What follows belongs to an exercise in optimizing a design on an open flow for small area, a short achievable clock period and few clock cycles; a production flow would make more cautious choices. Where RTL was checked, it was by simulation tests only, not by an equivalence proof against the original. Power figures rest on the tool's default switching activity, not on a simulated workload.

oak:
Design box_smoothing_3x3_edge_mean, start of the top module:
module box_smoothing_3x3_edge_mean
#(
  parameter int MAX_SIDE = 16
) (
  input  logic              clk,
  input  logic              rst,
  input  logic              cfg_write,
  input  logic [SIZE_W-1:0] image_size,
  input  logic              in_valid,
  output logic              in_stall,
  input  logic [PIX_W-1:0]  pixel,
  output logic              out_valid,
  input  logic              out_stall,
  output logic [PIX_W-1:0]  smoothed,
  output logic [POS_W-1:0]  out_row,
  output logic [POS_W-1:0]  out_col,
  output logic              last_of_run,
  output logic              frame_done
);
  logic             adv, adv_next, skid_v, skid_v_n;
  logic [PIX_W-1:0] skid_q;
  logic [3:0]       side_m1, seg;
  logic [PIX_W-1:0] pix_q, up1, up2, up1_next, up2_next;
  logic             wr, ev, ev_fl, flush, mask_b, rows3, c0, c1, cl;
  logic             sv, s_n9, s_n6, s_n4, dv;
  logic [SUM_W-1:0] s;
  logic [PIX_W-1:0] q;
  logic             out_free, inc, xfer;
  logic [3:0]       nrow, ncol;
  assign adv      = !skid_v;
  assign inc      = dv && adv;
  assign out_free = !out_valid || !out_stall;
  assign xfer     = out_valid && !out_stall;
  assign skid_v_n = skid_v ? !out_free : (inc && !out_free);
  assign adv_next = !skid_v_n;
  bsm_ctrl u_ctrl (
    .clk       (clk),
    .rst       (rst),
    .cfg_write (cfg_write),
    .image_size(image_size),
    .in_valid  (in_valid),
    .in_stall  (in_stall),
    .pixel     (pixel),
    .adv       (adv),
    .adv_next  (adv_next),
    .side_m1   (side_m1),
    .seg       (seg),
    .pix_q     (pix_q),
    .wr        (wr),
    .ev        (ev),
    .ev_fl     (ev_fl),
    .flushing  (flush),
    .mask_b    (mask_b),
    .rows3     (rows3),
    .c0        (c0),
    .c1        (c1),
    .cl        (cl)
  );
  bsm_ram #(.WIDTH(PIX_W)) u_up1 (
    .clk  (clk),
    .wr   (wr),
    .wdata(pix_q),
    .seg  (seg),
    .tail (up1),
    .tail_next(up1_next)
  );
  bsm_ram #(.WIDTH(PIX_W)) u_up2 (
    .clk  (clk),
    .wr   (wr),
    .wdata(up1),
    .seg  (seg),
    .tail (up2),
    .tail_next(up2_next)
  );
  bsm_dp u_dp (
    .clk    (clk),
    .rst    (rst),
    .adv    (adv),
    .ev     (ev),
    .flush  (flush),
    .mask_b (mask_b),
    .rows3  (rows3),
  ...
Size in the first run: roughly 1600 cells after synthesis, ~38 I/O pins.
Settings: LEC_CHECK=0, ABC_AREA=1, CAP_MARGIN=0, CORE_MARGIN=2, CORE_UTILIZATION=55, CTS_CLUSTER_DIAMETER=150, CTS_CLUSTER_SIZE=27, PLACE_DENSITY=0.7, SETUP_SLACK_MARGIN=4.0, SLEW_MARGIN=0; clock period 6.5 ns.
run.sh (not shown) runs the stock make flow with config.mk's settings and CLKGATE_MAP_FILE= SYNTH_SCRIPT=/design/flow/synth_recipe.tcl, a recipe that flattens the netlist after the stock synthesis.
oak was carried through to the last stage, and its layout satisfied the timing, DRC and antenna checks.
Testbench counts of oak, summed over its fixed seeds: cycles 10,935.
#### Input delta (pine over oak)
Settings: CTS_CLUSTER_DIAMETER: 150 -> 100; CTS_CLUSTER_SIZE: 27 -> 30.
- Sort pine and oak by via count normalized by instance count, descending, and pine comes first.
- The capture point of the critical path comes out smoothed[4] in one run and out_row[0] in the other, namely in pine and oak respectively.
- Re global-route met2 utilization: pine is 0.33 points down on oak.
- According to the power report, total power for pine is lower than for oak.
- When the final numbers for pine and oak were put side by side, the maximum ir drop on the vdd rail turned out to be smaller in pine.
- Reported for pine and oak, number of cells on the worst reg-to-reg path turned out identical to the last digit.
- Re number of buffers added by the clock tree synthesis step: oak was higher than pine.
- Between pine and oak, the final period utilization is lower for oak.
The inputs of birch differ from those of pine as listed below.
Settings: changing CORE_UTILIZATION from 55 to 65; changing PLACE_DENSITY from 0.7 to 0.75.
Findings:
- Across pine and birch, the outcome is the same: a clean finish for every run.
- birch ended with less cell area after layout than pine.
- Between pine and birch, the count of buffers not belonging to the clock network in the layout is higher for birch.
- Routing usage on met1 in birch is 3.8 points higher than in pine
- The global-route wire length before repair was comparable across pine and birch.
- On buffering overhead, pine and birch are neck and neck.
- Between birch and pine, the area fraction of clock buffers and clock inverters does not differ in any meaningful way.
- birch -> pine: number of flops mapped to enable cells by yosys delta 0, exact match
### birch -> maple
Settings: changing PLACE_DENSITY from 0.75 to 0.7; changing CTS_CLUSTER_SIZE from 30 to 24; changing CORE_UTILIZATION from 65 to 55.
[summary]
- Summary: with birch as the reference, post-cts repair resize count in maple moved up by more than 10%.
- As far as number of buffers inserted by port buffering goes, maple and birch are indistinguishable; the numbers are identical.
- Looking at master of the slowest instance on the critical path, the edfxtp_1 result is from maple; the dfxtp_4 one comes from birch.
- Summary of maple over birch: post-layout worst setup margin decreased by 0.0098 ns relative to the old numbers; total routing usage reported by global routing moved down.
- maple drops fewer vias than birch.
- birch -> maple: final number of max-transition violations delta 0, exact match
- Diff birch -> maple | power consumption | increase of about 1.6%
- Flip-flop and latch area: birch vs maple, no meaningful difference
- The power density relative to cell area reported for maple is greater than that of birch by 0.60%.
- Wire length improves in maple relative to birch.

---

Starting RTL as in the previous note.
==> flow/design.v (excerpt) <==
module box_smoothing_3x3_edge_mean
#(
  parameter int MAX_SIDE = 16
) (
  input  logic              clk,
  input  logic              rst,
  input  logic              cfg_write,
  input  logic [SIZE_W-1:0] image_size,
  input  logic              in_valid,
  output logic              in_stall,
  input  logic [PIX_W-1:0]  pixel,
  output logic              out_valid,
  input  logic              out_stall,
  output logic [PIX_W-1:0]  smoothed,
  output logic [POS_W-1:0]  out_row,
  output logic [POS_W-1:0]  out_col,
  output logic              last_of_run,
  output logic              frame_done
);
make LEC_CHECK=0 ABC_AREA=1 CAP_MARGIN=0 CORE_MARGIN=2 CORE_UTILIZATION=65 CTS_CLUSTER_DIAMETER=80 CTS_CLUSTER_SIZE=34 PLACE_DENSITY=0.75 SETUP_SLACK_MARGIN=4.0 SLEW_MARGIN=0 finish   # period 6.5 ns
The first run finished clean.
Testbench counts at the start, summed over its fixed seeds: cycles 10,935.
==> next run, changes <==
Settings changed: CORE_UTILIZATION 65 to 55, CTS_CLUSTER_DIAMETER 80 to 100, CTS_CLUSTER_SIZE 34 to 27, PLACE_DENSITY 0.75 to 0.7.
What happened: Die area grows by 18%; combinational power fell by about 5%; clock-buffer cell count grows by 6; synthesized cell count stays the same.
==> next run, changes <==
Settings changed: CORE_UTILIZATION 55 to 65, CTS_CLUSTER_SIZE 27 to 24, PLACE_DENSITY 0.7 to 0.75.
Outcome: Hold slack degrades by 4.1 ps; register-to-register slack gets worse by 60 ps; non-clock buffer count is higher by 1; sequential share of layout area barely changes; area after synthesis stays the same; worst setup slack degrades by 11 ps; clock power climbs by about 4%.
==> next run, changes <==
Settings changed: CORE_UTILIZATION 65 to 55, CTS_CLUSTER_SIZE 24 to 27, PLACE_DENSITY 0.75 to 0.7, SETUP_SLACK_MARGIN 4.0 to 4.1.
After rerunning:
- global-route usage drops by 3.1 points
- wire length came out higher by 0.53%
- total power is higher by 0.57%
- sequential share of layout area came out lower by 1.2 points

---

box_smoothing_3x3_edge_mean, a different RTL version from the one above (not shown whole).
Size: about 1,300 cells after synthesis, roughly 430 flip-flops, about 38 I/O pins.
clock: 6.5 ns
lec_check: 0
cap_margin: 20
core_margin: 2
core_utilization: 65
cts_cluster_diameter: 100
cts_cluster_size: 24
place_density: 0.75
setup_slack_margin: 3.9
slew_margin: 20
Next try:
CTS_BUF_LIST = sky130_fd_sc_hd__clkbuf_8   (was default)
CTS_CLUSTER_DIAMETER = default   (was 100)
CTS_CLUSTER_SIZE = 25   (was 24)
Result: The new run went through all stages and came out clean. Area after synthesis stays the same. Worst setup slack is about the same. Final area came out higher by 4.3%. Total power came out higher by 13%. Combinational power came out lower by about 2%. Clock-buffer cell count came out higher by 50. Via count came out higher by about 3.4%. Wire length came out higher by 3.7%.
Next try:
ABC_AREA = 1   (was default)
CAP_MARGIN = 0   (was 20)
CTS_BUF_LIST = default   (was sky130_fd_sc_hd__clkbuf_8)
CTS_CLUSTER_DIAMETER = 100   (was default)
CTS_CLUSTER_SIZE = 24   (was 25)
SLEW_MARGIN = 0   (was 20)
Power came out lower by 9.5%. Die area rises by 1.7%. Flip-flop and latch count is unchanged. First-iteration DRC count came out higher by 87%.
Function was not checked in any run of this note: the RTL went through the layout flow alone.

---

Another version of the RTL of box_smoothing_3x3_edge_mean (not shown whole).
Size in the first run: about 1600 cells after synthesis, roughly 420 flip-flops, about 38 I/O pins, roughly 16000 sq um of cells after synthesis.
Settings: LEC_CHECK=0, ABC_AREA=1, CAP_MARGIN=0, CORE_MARGIN=2, CORE_UTILIZATION=65, CTS_CLUSTER_DIAMETER=100, CTS_CLUSTER_SIZE=24, PLACE_DENSITY=0.75, SETUP_SLACK_MARGIN=4.1, SLEW_MARGIN=0; clock period 6.5 ns.
Edit:
- SETUP_SLACK_MARGIN: 4.1 -> 4.0
=> The changed run ran to the end with no violations. Synthesized area stays the same. Final area falls by 1.1%. Routed wire length drops by about 2.4%.
No functional check of the RTL was part of any run of this note.

---

Setup of main:
Another version of the RTL of box_smoothing_3x3_edge_mean (not shown whole).
Size in the first run: ~1,300 cells after synthesis, ~38 I/O pins, ~0.016 mm² of cells after synthesis.
clock: 6.5 ns
lec_check: 0
cap_margin: 20
core_margin: 2
core_utilization: 65
cts_cluster_diameter: 60
cts_cluster_size: 30
place_density: 0.75
setup_slack_margin: 3.9
slew_margin: 20
No stage failed in main, and the final checks on the layout all came back clean.
Testbench counts of main, summed over its fixed seeds: cycles 10,935.
### main -> the feature branch
- changing CAP_MARGIN from 20 to 0
- changing SLEW_MARGIN from 20 to 0
- changing CTS_CLUSTER_SIZE from 30 to 24
- changing CTS_CLUSTER_DIAMETER from 60 to 100
- setting ABC_AREA to 1 for the first time
- changing SETUP_SLACK_MARGIN from 3.9 to 4.0
Findings:
- Looking at capturing element of the worst setup path, the out_col[1] result is from the feature branch; the smoothed[7] one comes from main.
- The final net count in the feature branch sits about 23% above the value recorded for main.
- The feature branch vs. main: synthesized net count went up by 351.
- Going from main to the feature branch, combinational cell fraction of total power grows by 0.9 points.

[separate check: timing with driven ports]
The results above use ideal ports. As a check the final layouts listed here were re-extracted and re-timed, cells and wires unchanged. Step 1 assumes that a clkbuf_16 drives the clock port and a buf_2 every other input. Step 2 adds t to the input delays and takes it off the output delays; t is the mean of the earliest and latest rising clock arrival at the registers after step 1. Input paths then give back, and output paths get back, about the clock's delay inside the block. Slacks: no drivers / after step 1 / after step 2; pairs: no drivers / after step 1.
| run | t, ns | setup WS [ns] | worst setup path at the end | clock arrival spread, ns |
|---|---|---|---|---|
| oak | 0.565 | 4.048 / 4.000 / 3.668 | input to register | 0.044 / 0.043 |
| pine | 0.560 | 4.032 / 3.982 / 3.651 | input to register | 0.028 / 0.028 |
| birch | 0.552 | 4.031 / 3.985 / 3.645 | input to register | 0.017 / 0.017 |
| maple | 0.571 | 4.021 / 3.971 / 3.624 | input to register | 0.026 / 0.026 |
| the first run of note 2 | 0.552 | 4.006 / 3.988 / 3.587 | input to register | 0.033 / 0.032 |
| the second run of note 2 | 0.565 | 4.046 / 3.997 / 3.656 | input to register | 0.042 / 0.042 |
| the third run of note 2 | 0.564 | 4.035 / 3.998 / 3.643 | input to register | 0.029 / 0.029 |
| the fourth run of note 2 | 0.559 | 4.073 / 4.073 / 3.823 | input to register | 0.027 / 0.028 |
| the first run of note 3 | 0.569 | 3.690 / 3.690 / 3.500 | input to register | 0.023 / 0.022 |
| the second run of note 3 | 0.620 | 3.692 / 3.692 / 3.452 | input to register | 0.036 / 0.036 |
| the third run of note 3 | 0.566 | 3.969 / 3.920 / 3.468 | input to register | 0.022 / 0.023 |
| the first run of note 4 | 0.566 | 4.033 / 4.033 / 3.696 | input to register | 0.021 / 0.021 |
| the second run of note 4 | 0.565 | 4.029 / 3.980 / 3.605 | input to register | 0.019 / 0.020 |
| main | 0.595 | 3.714 / 3.714 / 3.529 | input to register | 0.032 / 0.032 |
| the feature branch | 0.566 | 4.035 / 3.986 / 3.514 | input to register | 0.019 / 0.020 |
After both steps setup and hold are still met in every run listed. For the feature branch, which loses most, drivers alone change the setup slack by -0.049 ns; drivers and shift together by -0.521 ns.
